Context: an optimization exercise on an open-source flow, tuned for small area. The choices shown serve that exercise and are no tape-out recipe.
Function was checked by simulation only, so behaviour that the tests miss may differ from the original.

==> v10 <==
## rv_core_top
module rv_core_top (
   input  logic               clk,
   input  logic               arst_n,
   input  logic               run,
   input  logic               load_req,
   input  rv_pkg::imem_addr_t load_addr,
   input  rv_pkg::word_t      load_data,
   output logic               load_ack,
   input  logic               rd_req,
   input  rv_pkg::reg_idx_t   rd_index,
   output logic               rd_ack,
   output rv_pkg::word_t      rd_data,
   output logic               halted
);
   localparam logic [2:0] X0 = 3'd0, X1 = 3'd1, X2 = 3'd2, F0 = 3'd3,
                          F3 = 3'd6, IDLE = 3'd7;
   logic [1:0]  ph;
   logic [2:0]  st;
   logic [31:0] pc;
   logic [27:0] word;
   logic [31:0] instr;      
   logic [31:0] res;
   logic        taken;
   logic [4:0]  rdq;
   logic        wenq;
   logic        hltq;
   logic        idle;
   logic        capture;
   logic [27:0] head;
   logic        sel_load;
   logic [4:0]  sel_idx;
   logic        is_op, is_opimm, is_lui, is_auipc, is_jal, is_br;
   logic [31:0] imm;
   logic        dec_wen, dec_halt;
   logic [31:0] port_val;
   logic        in_x0, in_x1, in_x2;
   logic        fetch_win, wr_win;
   logic [31:0] alu_a, alu_b, alu_res, alu_sum;
   logic        alu_cond, use_imm, use4, sub;
   always_ff @(posedge clk) begin
      ph <= ph + 2'd1;
   end
   assign pc[0] = 1'b0;
   assign idle      = (st == IDLE);
   assign in_x0     = (st == X0);
   assign in_x1     = (st == X1);
   assign in_x2     = (st == X2);
   assign fetch_win = (st >= F0) && (st <= F3);
   assign wr_win    = wenq && (st >= X2) && (st <= 3'd5);
   instr_fetch u_fetch (
      .clk        (clk),
      .arst_n     (arst_n),
      .run        (run),
      .ph         (ph),
      .load_req   (load_req),
      .load_addr  (load_addr),
  ...
==> flow/config.mk <==
export PLATFORM = sky130hd
export DESIGN_NAME = rv_core_top
export DESIGN_NICKNAME = rv_core_top
export VERILOG_FILES = /design/flow/design.v
export SDC_FILE = /design/flow/constraint.sdc
export NUM_CORES = 4
export LEC_CHECK = 0
export CAP_MARGIN = 10
export CELL_PAD_IN_SITES_DETAIL_PLACEMENT = 1
export CELL_PAD_IN_SITES_GLOBAL_PLACEMENT = 2
export CORE_MARGIN = 2
export CORE_UTILIZATION = 50
export PLACE_DENSITY = 0.6
export SLEW_MARGIN = 10
==> flow/constraint.sdc <==
create_clock -name core_clock -period 13.0 [get_ports {clk}]
set_input_delay 2.6000 -clock core_clock [delete_from_list [all_inputs] [get_ports {clk}]]
set_output_delay 2.6000 -clock core_clock [all_outputs]
set_load 0.01 [all_outputs]
standard.sh (not shown) runs the stock make flow with config.mk's settings and CLKGATE_MAP_FILE= SYNTH_SCRIPT=/design/flow/synth_recipe.tcl, a recipe that flattens the netlist after the stock synthesis.
==> flow/flow/run.sh <==
#!/bin/bash
# Standard layout, except that clock tree synthesis inserts no dummy loads
# and the port buffers are the smallest buffer.
set -euo pipefail
export CTS_ARGS="-sink_clustering_enable -repair_clock_nets -dont_use_dummy_load -sink_clustering_size 18 -sink_clustering_max_diameter 65 -buf_list sky130_fd_sc_hd__clkbuf_8"
export BUFFER_PORTS_ARGS="-buffer_cell sky130_fd_sc_hd__buf_1"
bash standard.sh > standard.log 2>&1
==> inputs of v27, as changes to v10 <==
==> flow/flow/run.sh (replaced) <==
#!/bin/bash
# Standard layout, except that clock tree synthesis inserts no dummy loads
# and the port buffers are the smallest buffer.
set -euo pipefail
export CTS_ARGS="-sink_clustering_enable -repair_clock_nets -dont_use_dummy_load -sink_clustering_size 16 -sink_clustering_max_diameter 50 -buf_list sky130_fd_sc_hd__clkbuf_8"
export BUFFER_PORTS_ARGS="-buffer_cell sky130_fd_sc_hd__buf_1"
bash standard.sh > standard.log 2>&1
--- a/flow/config.mk
+++ b/flow/config.mk
@@ -10,5 +10,5 @@
 export CELL_PAD_IN_SITES_GLOBAL_PLACEMENT = 2
 export CORE_MARGIN = 2
-export CORE_UTILIZATION = 50
-export PLACE_DENSITY = 0.6
+export CORE_UTILIZATION = 62
+export PLACE_DENSITY = 0.72
 export SLEW_MARGIN = 10
==> out/qor.csv <==
stage,metric,value,unit
synthesis,Post-synth top cells,"2798 x dfxtp_1, 1424 x nor2_1, 1294 x a21oi_1, 548 x a22oi_1, 516 x clkbuf_1",
die,Starting Density,62.5,%
run_status,Stop Error,[ERROR GPL-0301] Utilization 102.897 % exceeds 100%.,
die,die height,387,um
die,# rows,140,
run_status,Stopped at,global placement without I/O (3_1_place_gp_skip_io),
synthesis,Post-Syn Area per Cell,10.6,um2
synthesis,Mapped Cells,8554,
die,DIE WIDTH,387,um
run_status,status,aborted with a tool error,
synthesis,Syn Nets,8713,
That was v27.
==> out/qor.csv <==
stage,metric,value,unit
die,Starting Density,50.3,%
synthesis,Mapped Cells,8554,
synthesis,Post-synth top cells,"2798 x dfxtp_1, 1424 x nor2_1, 1294 x a21oi_1, 548 x a22oi_1, 516 x clkbuf_1",
synthesis,Post-Syn Area per Cell,10.6,um2
die,die height,430,um
run_status,status,timing/DRC/antenna clean,
die,# rows,156,
That was v10.

static timing again, ports no longer ideal:
How much do the figures lean on ideal ports? The routed layout below was timed once more, with nothing changed but the port constraints.
Step 1 (the two cells are an assumption about what drives the block):
set clk [get_ports {clk}]
set_driving_cell -lib_cell sky130_fd_sc_hd__clkbuf_16 $clk
set_driving_cell -lib_cell sky130_fd_sc_hd__buf_2 [delete_from_list [all_inputs] $clk]
Step 2 times the ports against the registers' clock, not the clock port: input delays grow and output delays shrink by t, the midpoint of the rising clock arrivals with the driver on.
a / b / c = no drivers / after step 1 / after step 2; a / b = the first two.
run: v10
shift t [ns]: 1.067
slack for setup (ns): 3.645 / 3.645 / 3.645
slew at the worst register clock pin (ns): 0.12 / 0.12
After both steps v10 still meets setup and hold. The setup slack of v10 moves by 0.000 ns with the drivers and by 0.000 ns with both steps.
